From an optimization exercise on the open Yosys and OpenROAD flow, aimed at small area and a short achievable clock period; shortcuts taken in it are not production practice.
Function was checked by simulation only, so behaviour that the tests miss may differ from the original.
Power and IR drop assume default switching activity.

==> job 3669 <==
Design stream_fifo_top, start of the top module:
module stream_fifo_top (
	input  logic                          ti_clk,
	input  logic                          reset,
	input  logic                          sample_wr,
	input  stream_fifo_pkg::sample_t      sample_in,
	input  logic                          word_rd,
	output stream_fifo_pkg::sample_pair_t word_out,
	output logic                          block_rdy,
	output stream_fifo_pkg::word_count_t  fill_count
);
	localparam int NROW = 10;
	localparam int NCOL = 8;
	logic [31:0] mem [NROW*NCOL];
	logic [NROW-1:0] wr_row, rd_row;    
	logic [NCOL-1:0] wr_col, rd_col;    
	logic            wr_half;           
	logic [4:0] in_cnt;      
	logic [6:0] st_cnt;      
	logic [3:0] out_cnt;     
	logic       last_wr;     
	logic       last_rd;     
	logic [7:0] fill;
	logic in_full;
	logic do_write, do_read;
	logic write_ok, read_ok, mv_wr, mv_rd;
	assign in_full  = (in_cnt == 5'd16);
	assign do_write = sample_wr && !in_full;
	assign do_read  = word_rd && (out_cnt != 4'd0);
	assign write_ok = (in_cnt >= 5'd2) && (st_cnt != 7'd64);
	assign read_ok  = (st_cnt != 7'd0) && (out_cnt != 4'd8) && !last_rd;
	assign mv_rd    = read_ok && (!write_ok || last_wr);
  ...
==> module stream_fifo_top, before the edit <==
module stream_fifo_top (
	input  logic                          ti_clk,
	input  logic                          reset,
	input  logic                          sample_wr,
	input  stream_fifo_pkg::sample_t      sample_in,
	input  logic                          word_rd,
	output stream_fifo_pkg::sample_pair_t word_out,
	output logic                          block_rdy,
	output stream_fifo_pkg::word_count_t  fill_count
);
	localparam int NROW = 10;
	localparam int NCOL = 8;
	logic [31:0] mem [NROW*NCOL];
	logic [NROW-1:0] wr_row, rd_row;    
	logic [NCOL-1:0] wr_col, rd_col;    
	logic            wr_half;           
	logic [4:0] in_cnt;      
	logic [6:0] st_cnt;      
	logic [3:0] out_cnt;     
	logic       last_wr;     
	logic       last_rd;     
	logic [7:0] fill;
	logic in_full;
	logic do_write, do_read;
	logic write_ok, read_ok, mv_wr, mv_rd;
	assign in_full  = (in_cnt == 5'd16);
	assign do_write = sample_wr && !in_full;
	assign do_read  = word_rd && (out_cnt != 4'd0);
	assign write_ok = (in_cnt >= 5'd2) && (st_cnt != 7'd64);
	assign read_ok  = (st_cnt != 7'd0) && (out_cnt != 4'd8) && !last_rd;
	assign mv_rd    = read_ok && (!write_ok || last_wr);
	assign mv_wr    = write_ok && !mv_rd;
	logic [NCOL-1:0] wcol_lo, wcol_hi;
	for (genvar r = 0; r < NROW; r++) begin : g_row
		for (genvar c = 0; c < NCOL; c++) begin : g_col
			always_ff @(posedge ti_clk) begin
				if (wr_row[r] && wcol_lo[c]) mem[r*NCOL+c][15:0]  <= sample_in;
				if (wr_row[r] && wcol_hi[c]) mem[r*NCOL+c][31:16] <= sample_in;
			end
		end
	end
	logic [31:0] row_word [NROW];
	logic [31:0] head;
	always_comb begin
		for (int r = 0; r < NROW; r++) begin
			row_word[r] = '0;
			for (int c = 0; c < NCOL; c++) begin
				row_word[r] = row_word[r] | (mem[r*NCOL+c] & {32{rd_col[c]}});
			end
		end
		head = '0;
		for (int r = 0; r < NROW; r++) begin
			head = head | (row_word[r] & {32{rd_row[r]}});
		end
	end
	logic [4:0]      in_cnt_d;
	logic            half_d;
	logic [NCOL-1:0] col_d;
	assign in_cnt_d = in_cnt + 5'(do_write) - (mv_wr ? 5'd2 : 5'd0);
	assign half_d   = do_write ? !wr_half : wr_half;
	assign col_d    = (do_write && wr_half) ? {wr_col[NCOL-2:0], wr_col[NCOL-1]} : wr_col;
	always_ff @(posedge ti_clk) begin
		if (reset) begin
			wcol_lo <= NCOL'(1);
			wcol_hi <= '0;
		end else begin
			wcol_lo <= (in_cnt_d != 5'd16 && !half_d) ? col_d : '0;
			wcol_hi <= (in_cnt_d != 5'd16 &&  half_d) ? col_d : '0;
		end
	end
	always_ff @(posedge ti_clk) begin
		if (reset) begin
			wr_row    <= NROW'(1);
			wr_col    <= NCOL'(1);
			wr_half   <= 1'b0;
			rd_row    <= NROW'(1);
			rd_col    <= NCOL'(1);
			in_cnt    <= '0;
			st_cnt    <= '0;
			out_cnt   <= '0;
			last_wr   <= 1'b0;
			last_rd   <= 1'b0;
			fill      <= '0;
			word_out  <= '0;
			block_rdy <= 1'b0;
		end else begin
			wr_half <= half_d;
			wr_col  <= col_d;
			if (do_write && wr_half && wr_col[NCOL-1]) wr_row <= {wr_row[NROW-2:0], wr_row[NROW-1]};
			if (do_read) begin
				word_out <= head;
				rd_col   <= {rd_col[NCOL-2:0], rd_col[NCOL-1]};
				if (rd_col[NCOL-1]) rd_row <= {rd_row[NROW-2:0], rd_row[NROW-1]};
			end
			in_cnt  <= in_cnt_d;
			st_cnt  <= st_cnt + 7'(mv_wr) - 7'(mv_rd);
			out_cnt <= out_cnt + 4'(last_rd) - 4'(do_read);
			last_wr <= mv_wr;
			last_rd <= mv_rd;
			case ({do_write, do_read})
				2'b10:   fill <= fill + 8'd1;
				2'b01:   fill <= fill - 8'd2;
				2'b11:   fill <= fill - 8'd1;
				default: fill <= fill;
			endcase
			block_rdy <= (out_cnt >= 4'd4);
		end
	end
	assign fill_count = {24'd0, fill};
endmodule
Settings: LEC_CHECK=0, CAP_MARGIN=20, CORE_MARGIN=2, CORE_UTILIZATION=60, CTS_CLUSTER_DIAMETER=100, CTS_CLUSTER_SIZE=25, SETUP_SLACK_MARGIN=5, SLEW_MARGIN=20, TNS_END_PERCENT=5; clock period 8.0 ns.
standard.sh (not shown) runs the stock make flow with config.mk's settings and CLKGATE_MAP_FILE= SYNTH_SCRIPT=/design/flow/synth_recipe.tcl, a recipe that flattens the netlist after the stock synthesis.
==> flow/flow/run.sh <==
#!/bin/bash
# The standard layout, with one change to how it is made: port buffers are
# buf_4 cells rather than the slow delay buffers the port buffering step
# picks on its own. make's output goes to standard.log; ORFS keeps each
# tool's log under orfs/logs.
set -euo pipefail
bash standard.sh "BUFFER_PORTS_ARGS=-buffer_cell sky130_fd_sc_hd__buf_4" \
  finish > standard.log 2>&1
==> job 439 (differences from job 3669) <==
==> flow/design.v (replaced) <==
package stream_fifo_pkg;
	typedef logic [15:0] sample_t;
	typedef struct packed {
		sample_t hi;
		sample_t lo;
	} sample_pair_t;
	typedef logic [31:0] word_count_t;
endpackage
module stream_fifo_top (
	input  logic                          ti_clk,
	input  logic                          reset,
	input  logic                          sample_wr,
	input  stream_fifo_pkg::sample_t      sample_in,
	input  logic                          word_rd,
	output stream_fifo_pkg::sample_pair_t word_out,
	output logic                          block_rdy,
	output stream_fifo_pkg::word_count_t  fill_count
);
	localparam int NPAIR = 80;
	logic [15:0] mem_lo [NPAIR];
	logic [15:0] mem_hi [NPAIR];
	logic [6:0] wr_pair;     
	logic       wr_half;     
	logic [6:0] rd_pair;     
	logic [4:0] in_cnt;      
	logic [6:0] st_cnt;      
	logic [3:0] out_cnt;     
	logic       last_wr;     
	logic       last_rd;     
	logic [7:0] fill;
	logic do_write, do_read;
	logic write_ok, read_ok, mv_wr, mv_rd;
	assign do_write = sample_wr && (in_cnt != 5'd16);
	assign do_read  = word_rd && (out_cnt != 4'd0);
	assign write_ok = (in_cnt >= 5'd2) && (st_cnt != 7'd64);
	assign read_ok  = (st_cnt != 7'd0) && (out_cnt != 4'd8) && !last_rd;
	assign mv_rd    = read_ok && (!write_ok || last_wr);
	assign mv_wr    = write_ok && !mv_rd;
	always_ff @(posedge ti_clk) begin
		if (do_write) begin
			if (wr_half) mem_hi[wr_pair] <= sample_in;
			else         mem_lo[wr_pair] <= sample_in;
		end
	end
	always_ff @(posedge ti_clk) begin
		if (reset) begin
			wr_pair   <= '0;
			wr_half   <= 1'b0;
			rd_pair   <= '0;
			in_cnt    <= '0;
			st_cnt    <= '0;
			out_cnt   <= '0;
			last_wr   <= 1'b0;
			last_rd   <= 1'b0;
			fill      <= '0;
			word_out  <= '0;
			block_rdy <= 1'b0;
		end else begin
			if (do_write) begin
				wr_half <= !wr_half;
				if (wr_half) wr_pair <= (wr_pair == 7'(NPAIR - 1)) ? 7'd0 : wr_pair + 7'd1;
			end
			if (do_read) begin
				word_out <= {mem_hi[rd_pair], mem_lo[rd_pair]};
				rd_pair  <= (rd_pair == 7'(NPAIR - 1)) ? 7'd0 : rd_pair + 7'd1;
			end
			in_cnt  <= in_cnt + 5'(do_write) - (mv_wr ? 5'd2 : 5'd0);
			st_cnt  <= st_cnt + 7'(mv_wr) - 7'(mv_rd);
			out_cnt <= out_cnt + 4'(last_rd) - 4'(do_read);
			last_wr <= mv_wr;
			last_rd <= mv_rd;
			fill    <= fill + 8'(do_write) - (do_read ? 8'd2 : 8'd0);
			block_rdy <= (out_cnt >= 4'd4);
		end
	end
	assign fill_count = {24'd0, fill};
endmodule
==> flow/run.sh (new file) <==
#!/bin/bash
# synth_recipe.tcl (not shown) runs the flow's synth.tcl, then flattens the netlist and writes it again
# the make line also repeats each setting of config.mk as NAME=value (left out here)
make -C /OpenROAD-flow-scripts/flow DESIGN_CONFIG=/design/flow/config.mk WORK_HOME=/design/flow/orfs CLKGATE_MAP_FILE= SYNTH_SCRIPT=/design/flow/synth_recipe.tcl finish
Settings changed: CTS_BUF_LIST set to sky130_fd_sc_hd__clkbuf_8, CTS_CLUSTER_DIAMETER 100 to not set, CTS_CLUSTER_SIZE 25 to 30.
removed: flow/flow/run.sh
removed: flow/standard.sh
==> job 4282 (differences from job 3669) <==
==> flow/design.v (replaced) <==
package stream_fifo_pkg;
	typedef logic [15:0] sample_t;
	typedef struct packed {
		sample_t hi;
		sample_t lo;
	} sample_pair_t;
	typedef logic [31:0] word_count_t;
endpackage
module stream_fifo_top (
	input  logic                          ti_clk,
	input  logic                          reset,
	input  logic                          sample_wr,
	input  stream_fifo_pkg::sample_t      sample_in,
	input  logic                          word_rd,
	output stream_fifo_pkg::sample_pair_t word_out,
	output logic                          block_rdy,
	output stream_fifo_pkg::word_count_t  fill_count
);
	localparam int NPAIR = 80;
	logic [15:0] mem_lo [NPAIR];
	logic [15:0] mem_hi [NPAIR];
	logic [6:0] wr_pair;     
	logic       wr_half;     
	logic [6:0] rd_pair;     
	logic [4:0] in_cnt;      
	logic [6:0] st_cnt;      
	logic [3:0] out_cnt;     
	logic       last_wr;     
	logic       last_rd;     
	logic [7:0] fill;
	logic do_write, do_read;
	logic write_ok, read_ok, mv_wr, mv_rd;
	assign do_write = sample_wr && (in_cnt != 5'd16);
	assign do_read  = word_rd && (out_cnt != 4'd0);
	assign write_ok = (in_cnt >= 5'd2) && (st_cnt != 7'd64);
	assign read_ok  = (st_cnt != 7'd0) && (out_cnt != 4'd8) && !last_rd;
	assign mv_rd    = read_ok && (!write_ok || last_wr);
	assign mv_wr    = write_ok && !mv_rd;
	always_ff @(posedge ti_clk) begin
		if (do_write) begin
			if (wr_half) mem_hi[wr_pair] <= sample_in;
			else         mem_lo[wr_pair] <= sample_in;
		end
	end
	always_ff @(posedge ti_clk) begin
		if (reset) begin
			wr_pair   <= '0;
			wr_half   <= 1'b0;
			rd_pair   <= '0;
			in_cnt    <= '0;
			st_cnt    <= '0;
			out_cnt   <= '0;
			last_wr   <= 1'b0;
			last_rd   <= 1'b0;
			fill      <= '0;
			word_out  <= '0;
			block_rdy <= 1'b0;
		end else begin
			if (do_write) begin
				wr_half <= !wr_half;
				if (wr_half) wr_pair <= (wr_pair == 7'(NPAIR - 1)) ? 7'd0 : wr_pair + 7'd1;
			end
			if (do_read) begin
				word_out <= {mem_hi[rd_pair], mem_lo[rd_pair]};
				rd_pair  <= (rd_pair == 7'(NPAIR - 1)) ? 7'd0 : rd_pair + 7'd1;
			end
			in_cnt  <= in_cnt + 5'(do_write) - (mv_wr ? 5'd2 : 5'd0);
			st_cnt  <= st_cnt + 7'(mv_wr) - 7'(mv_rd);
			out_cnt <= out_cnt + 4'(last_rd) - 4'(do_read);
			last_wr <= mv_wr;
			last_rd <= mv_rd;
			fill    <= fill + 8'(do_write) - (do_read ? 8'd2 : 8'd0);
			block_rdy <= (out_cnt >= 4'd4);
		end
	end
	assign fill_count = {24'd0, fill};
endmodule
==> flow/run.sh (new file) <==
#!/bin/bash
# synth_recipe.tcl (not shown) runs the flow's synth.tcl, then flattens the netlist and writes it again
# the make line also repeats each setting of config.mk as NAME=value (left out here)
make -C /OpenROAD-flow-scripts/flow DESIGN_CONFIG=/design/flow/config.mk WORK_HOME=/design/flow/orfs CLKGATE_MAP_FILE= SYNTH_SCRIPT=/design/flow/synth_recipe.tcl finish
Settings changed: CORE_UTILIZATION 60 to 40, CTS_CLUSTER_DIAMETER 100 to not set, CTS_CLUSTER_SIZE 25 to not set, SETUP_SLACK_MARGIN 5 to not set, TNS_END_PERCENT 5 to not set.
removed: flow/flow/run.sh
removed: flow/standard.sh
==> run summary <==
- In job 3669 the final area is smaller than in job 439, by 11%.
- Between job 3669 and job 439, the lower area after synthesis is in job 3669 (gap about 5.5%, measured against job 439).
- Of job 439 and job 4282, job 4282 has the higher clock power (gap about 10%, measured against job 4282).
- Of job 4282 and job 3669, job 4282 has the higher non-clock buffer count (gap 39).
- Flip-flop and latch count: job 3669 is higher than job 439 (38).

-- re-timing with driven ports --
Ports are ideal in the flow. The routed layouts listed here were re-timed in OpenROAD. Step 1 sets driving cells, clkbuf_16 on the clock port and buf_2 on the other inputs (assumed; they add their load-dependent delay and slew). Step 2 adds t to the input delays and takes it off the output delays; t is the mean of the earliest and latest rising clock arrival at the registers after step 1. Input paths then give back, and output paths get back, about the clock's delay inside the block. a / b / c = ideal ports / drivers / drivers and shift; a / b = the first two.
| run | shift t [ns] | setup slack, ns | worst register clock-pin slew, ns | pins driven straight from the clock port |
|---|---|---|---|---|
| job 3669 | 0.860 | 4.790 / 4.790 / 4.100 | 0.11 / 0.11 | 1 |
| job 439 | 1.163 | 4.697 / 4.616 / 3.604 | 0.08 / 0.08 | 1 |
| job 4282 | 1.011 | 3.496 / 3.496 / 3.114 | 0.07 / 0.07 | 1 |
After both steps every run listed still meets setup and hold. For job 439, which loses most, drivers alone change the setup slack by -0.081 ns; drivers and shift together by -1.093 ns.
